From an optimization exercise on the open Yosys and OpenROAD flow, aimed at a short achievable clock period; shortcuts taken in it are not production practice. Function not checked in this run: the RTL went through the layout flow alone. Power figures rest on the tool's default switching activity, not on a simulated workload.

$ cat design/flow/config.mk
export PLATFORM = sky130hd
export DESIGN_NAME = mips16_core
export DESIGN_NICKNAME = mips16_core
export VERILOG_FILES = /design/flow/design.v
export SDC_FILE = /design/flow/constraint.sdc
export NUM_CORES = 4
export LEC_CHECK = 0
export ABC_CLOCK_PERIOD_IN_PS = 2000
export CAP_MARGIN = 20
export CORE_MARGIN = 2
export CORE_UTILIZATION = 55
export SETUP_SLACK_MARGIN = 2.4
export SLEW_MARGIN = 20
export SYNTH_MEMORY_MAX_BITS = 8192
export TNS_END_PERCENT = 5
$ cat design/flow/constraint.sdc
create_clock -name core_clock -period 4.8 [get_ports {clk}]
set_input_delay 0.9600 -clock core_clock [delete_from_list [all_inputs] [get_ports {clk}]]
set_output_delay 0.9600 -clock core_clock [all_outputs]
set_load 0.01 [all_outputs]
$ cat design/flow/design.v
package mips16_pkg;
    localparam logic [2:0] OP_RTYPE   = 3'b000;
    localparam logic [2:0] OP_ADDI    = 3'b001;
    localparam logic [3:0] FUNCT_ADD  = 4'b0001;
    localparam logic [3:0] FUNCT_SUB  = 4'b0010;
    localparam logic [3:0] FUNCT_AND  = 4'b0011;
    localparam logic [3:0] FUNCT_OR   = 4'b0100;
    localparam logic [3:0] FUNCT_SLT  = 4'b0101;
    localparam logic [3:0] FUNCT_SLL1 = 4'b0110;
    localparam logic [3:0] FUNCT_SRL1 = 4'b0111;
    function automatic logic [7:1] reg_oh(input logic [2:0] r);
        reg_oh = 7'(8'b1 << r >> 1);
    endfunction
endpackage
module mips16_regfile (
    input  logic        clk,
    input  logic        reset,
    input  logic [7:1]  rsel_a,
    input  logic [7:1]  rsel_b,
    output logic [15:0] rdata_a,
    output logic [15:0] rdata_b,
    input  logic        we,       
    input  logic [7:1]  wsel,     
    input  logic [15:0] wdata
);
    logic [15:0] regs [1:7];
    for (genvar i = 1; i < 8; i++) begin : g_reg
        always_ff @(posedge clk or negedge reset) begin
            if (!reset) begin
                regs[i] <= '0;
            end else if (we && wsel[i]) begin
                regs[i] <= wdata;
            end
        end
    end
    always_comb begin
        rdata_a = '0;
        rdata_b = '0;
        for (int i = 1; i < 8; i++) begin
            rdata_a = rdata_a | ({16{rsel_a[i]}} & regs[i]);
            rdata_b = rdata_b | ({16{rsel_b[i]}} & regs[i]);
        end
        if (|(rsel_a & wsel)) rdata_a = wdata;
        if (|(rsel_b & wsel)) rdata_b = wdata;
    end
endmodule
module mips16_core #(
    parameter int IMEM_DEPTH = 256
) (
    input  logic        clk,
    input  logic        reset,
    input  logic [15:0] din,
    input  logic        wen,
    input  logic        pc_reset,
    input  logic        rd_en,
    output logic [15:0] dout
);
    localparam int AW = $clog2(IMEM_DEPTH);
    logic [15:0]     imem [IMEM_DEPTH];
    logic [AW-1:0]   ptr;
    logic [AW-1:0]   pc;
    logic [AW-1:0]   pc1;       
    logic [IMEM_DEPTH-1:0] pc1_oh;    
    logic [15:0]     fw;        
    logic advance, go;
    assign advance = rd_en && !wen;
    assign go      = advance && !pc_reset;
    function automatic logic [AW-1:0] next_addr(input logic [AW-1:0] a);
        next_addr = (a == AW'(IMEM_DEPTH - 1)) ? '0 : a + AW'(1);
    endfunction
    logic [IMEM_DEPTH-1:0] wsel;
    always_comb begin
        wsel = '0;
        wsel[ptr] = 1'b1;
    end
    for (genvar i = 0; i < IMEM_DEPTH; i++) begin : g_imem
        always_ff @(posedge clk) begin
            if (wsel[i]) begin
                imem[i] <= din;
            end
        end
    end
    logic [15:0] rd1;
    always_comb begin
        rd1 = '0;
        for (int i = 0; i < IMEM_DEPTH; i++) begin
            rd1 = rd1 | ({16{pc1_oh[i]}} & imem[i]);
        end
    end
    logic [AW-1:0] ptr_n;
    logic [15:0]   fw_n;
    assign ptr_n = wen ? next_addr(ptr) : ptr;
    always_comb begin
        if (pc_reset) begin
            fw_n = (ptr_n != '0) ? ((ptr == '0) ? din : imem[0]) : 16'h0000;
        end else if (advance) begin
            fw_n = (pc1 < ptr) ? rd1 : 16'h0000;
        end else if (wen) begin
            fw_n = (ptr == AW'(IMEM_DEPTH - 1)) ? 16'h0000 : (pc == ptr) ? din : fw;
        end else begin
            fw_n = fw;
        end
    end
    logic [2:0]  w_op;
    logic [3:0]  w_funct;
    logic        w_rtype, w_addi, w_fv;
    logic [2:0]  w_dest;
    assign w_op    = fw[15:13];
    assign w_funct = fw[3:0];
    assign w_rtype = (w_op == mips16_pkg::OP_RTYPE);
    assign w_addi  = (w_op == mips16_pkg::OP_ADDI);
    assign w_fv    = (w_funct != 4'd0) && !w_funct[3];
    assign w_dest  = w_addi ? fw[9:7] : fw[6:4];
    logic [7:1]  d_rsa, d_rsb;    
    logic [7:1]  d_wsel;          
    logic        d_imm;           
    logic [6:0]  d_immv;
    logic        d_sub, d_add, d_and, d_or, d_slt, d_sll, d_srl;
    logic [15:0] e_a, e_b;        
    logic        e_cin;
    logic        e_add, e_and, e_or, e_slt, e_sll, e_srl;
    logic [7:1]  e_wsel;
    logic [15:0] m_data, w_data;
    logic [7:1]  m_wsel, w_wsel;
    logic        w_we;            
    logic [15:0] rdata_a, rdata_b;
    mips16_regfile u_regfile (
        .clk     (clk),
        .reset   (reset),
        .rsel_a  (d_rsa),
        .rsel_b  (d_rsb),
        .rdata_a (rdata_a),
        .rdata_b (rdata_b),
        .we      (go),
        .wsel    (w_wsel),
        .wdata   (w_data)
    );
    logic [15:0] id_b;
    assign id_b = d_imm ? {{9{d_immv[6]}}, d_immv} : rdata_b;
    logic [16:0] sum;
    logic        lt;
    logic [15:0] alu_res;
    assign sum = {1'b0, e_a} + {1'b0, e_b} + {16'd0, e_cin};
    assign lt  = (e_a[15] == e_b[15]) ? e_a[15] : sum[15];
    assign alu_res = ({16{e_add}} & sum[15:0])
                   | ({16{e_and}} & (e_a & e_b))
                   | ({16{e_or}}  & (e_a | e_b))
                   | ({16{e_slt}} & {15'd0, lt})
                   | ({16{e_sll}} & {e_b[14:0], 1'b0})
                   | ({16{e_srl}} & {1'b0, e_b[15:1]});
    always_ff @(posedge clk or negedge reset) begin
        if (!reset) begin
            ptr    <= '0;
            pc     <= '0;
            pc1    <= AW'(1);
            pc1_oh <= IMEM_DEPTH'(2);
            fw     <= '0;
            d_wsel <= '0;
            e_wsel <= '0;
            m_wsel <= '0;
            w_wsel <= '0;
            w_we   <= 1'b0;
            dout   <= '0;
        end else begin
            if (wen) begin
                ptr <= next_addr(ptr);
            end
            fw <= fw_n;
            if (pc_reset) begin
                pc     <= '0;
                pc1    <= AW'(1);
                pc1_oh <= IMEM_DEPTH'(2);
                d_wsel <= '0;
                e_wsel <= '0;
                m_wsel <= '0;
                w_wsel <= '0;
                w_we   <= 1'b0;
            end else if (advance) begin
                pc     <= pc1;
                pc1    <= next_addr(pc1);
                pc1_oh <= {pc1_oh[IMEM_DEPTH-2:0], pc1_oh[IMEM_DEPTH-1]};
                d_wsel <= (w_addi || (w_rtype && w_fv)) ? mips16_pkg::reg_oh(w_dest) : 7'd0;
                e_wsel <= d_wsel;
                m_wsel <= e_wsel;
                w_wsel <= m_wsel;
                w_we   <= |m_wsel;
                if (w_we) begin
                    dout <= w_data;
                end
            end
        end
    end
    always_ff @(posedge clk) begin
        if (go) begin
            d_rsa  <= mips16_pkg::reg_oh(fw[12:10]);
            d_rsb  <= mips16_pkg::reg_oh(fw[9:7]);
            d_imm  <= w_addi;
            d_immv <= fw[6:0];
            d_add  <= w_addi || (w_funct == mips16_pkg::FUNCT_ADD);
            d_sub  <= !w_addi && (w_funct == mips16_pkg::FUNCT_SUB);
            d_and  <= !w_addi && (w_funct == mips16_pkg::FUNCT_AND);
            d_or   <= !w_addi && (w_funct == mips16_pkg::FUNCT_OR);
            d_slt  <= !w_addi && (w_funct == mips16_pkg::FUNCT_SLT);
            d_sll  <= !w_addi && (w_funct == mips16_pkg::FUNCT_SLL1);
            d_srl  <= !w_addi && (w_funct == mips16_pkg::FUNCT_SRL1);
            e_a    <= rdata_a;
            e_b    <= (d_sub || d_slt) ? ~id_b : id_b;
            e_cin  <= d_sub || d_slt;
            e_add  <= d_add || d_sub;
            e_and  <= d_and;
            e_or   <= d_or;
            e_slt  <= d_slt;
            e_sll  <= d_sll;
            e_srl  <= d_srl;
            m_data <= alu_res;
            w_data <= m_data;
        end
    end
endmodule
$ cat design/flow/run.sh
#!/bin/bash
# synth_recipe.tcl (not shown) runs the flow's synth.tcl, then flattens the netlist and writes it again
# the make line also repeats each setting of config.mk as NAME=value (left out here)
make -C /OpenROAD-flow-scripts/flow DESIGN_CONFIG=/design/flow/config.mk WORK_HOME=/design/flow/orfs CLKGATE_MAP_FILE= SYNTH_SCRIPT=/design/flow/synth_recipe.tcl finish
==> flow_summary.toml <==
[floorplanning]
num_rows = 205
dieWidth_um = 563
floorplan.die.height_um = 563
ios = 37
start_util_pct = 55.2

[global_route]
grt_pass1_wl_um = 1620000
grtUsageTotal_pct = 81.5
grt_pass1_vias = 142000
grt_max_degree = 134
grt-ovfl-total = 247

[yosys]
yosys.area.top_type = "edfxtp_1"
synth_area_um2 = 172000
synth_nets = 10000
syn_inst = 9971
netlist.area_leader.share_pct = 73.4
ys_types = 74
syn_area_per_cell_um2 = 17.2
ys_ff_latch = 4649
yosys_warnings = 4
synth_edf_count = 4196
ys_seq_area_share_pct = 80.0
synthMostInstantiatedCell = "edfxtp_1"
synth.area.top_cells = "edfxtp_1 73%, dfrtp_1 6.6%, a221oi_1 3.7%"
yosys_most_used_dff = "edfxtp_1"
postSynth.asyncResetShare_pct = 9.74
synth_common_cells = "4,196 x edfxtp_1, 730 x a221oi_1, 724 x a22o_1"

[clock_network]
clock_sinks = 4649
cts_root_buf = "clkbuf_16"
htreeDepth = 5
clk_path_buf_depth = 4
cts_buffers = 453

[placed_design]
dp_cells = 14700
post-dp-hpwl_um = 817000
numPortBuffers = 36
gp_congestion = 1.28

[status]
tool.error = "[ERROR GRT-0116] Global routing finished with congestion. Check the congestion regions in the DRC Viewer."
status = "stopped before the end"
stop_stage = "global routing"
## power groups by stage
stage                     Combinational (mW)  Clock, mW  Sequential [mW]
after CTS                               6.40       36.6             45.3
after floorplan                         1.73          0             45.9
after global placement                  5.72          0             46.1
after detailed placement                5.72          0             46.2
## metal layers
layer  global-route usage, %  GRT overflow
met3                    75.0             1
met1                    82.5             3
met5                    59.6             1
met2                    90.0           135
met4                    76.4           107
## worst max path at each step
stage                                  startpoint                      to  slack [ps]  cells after the start
after floorplan                  ptr[0]$_DFF_PN0_  imem[224][0]$_DFFE_PP_        1730                     10
after global placement    pc1_oh[164]$_DFFE_PN0P_       fw[3]$_DFFE_PN0P_        -290                     10
after detailed placement  pc1_oh[164]$_DFFE_PN0P_       fw[3]$_DFFE_PN0P_        -210                     10
after CTS                 pc1_oh[174]$_DFFE_PN0P_       fw[3]$_DFFE_PN0P_        1190                     10
## per-stage QoR
| step | instance area [um2] | setup slack (ps) | hold slack (ps) | total power, mW | utilization [%] |
|---|---|---|---|---|---|
| after CTS | 210000 | 1190 | 298 | 88.3 | 67.3 |
| after global placement | 189000 | -294 | 402 | 51.9 | 60.6 |
| after floorplan | 173000 | 1730 | 400 | 47.7 | - |
| after detailed placement | 189000 | -215 | 405 | 51.9 | 60.7 |
## repair_timing
action                     in CTS
hold endpoints to repair       11
resized for setup             563
pin swaps                     101
setup endpoints to repair    4298
hold buffers                    1
gates cloned                    8
buffers inserted              295
## logic make-up after synthesis
family / after synthesis / share of synthesized area [%]
xor gates and xnor gates: 49 / 0.270
AOI/OAI and AO/OA: 2682 / 12.3
and+or+nand+nor: 1606 / 4.42
adders and majority gates: 47 / 0.351
buffers and inverters: 806 / 1.83
muxes: 132 / 0.863
DFF: 4649 / 80.0
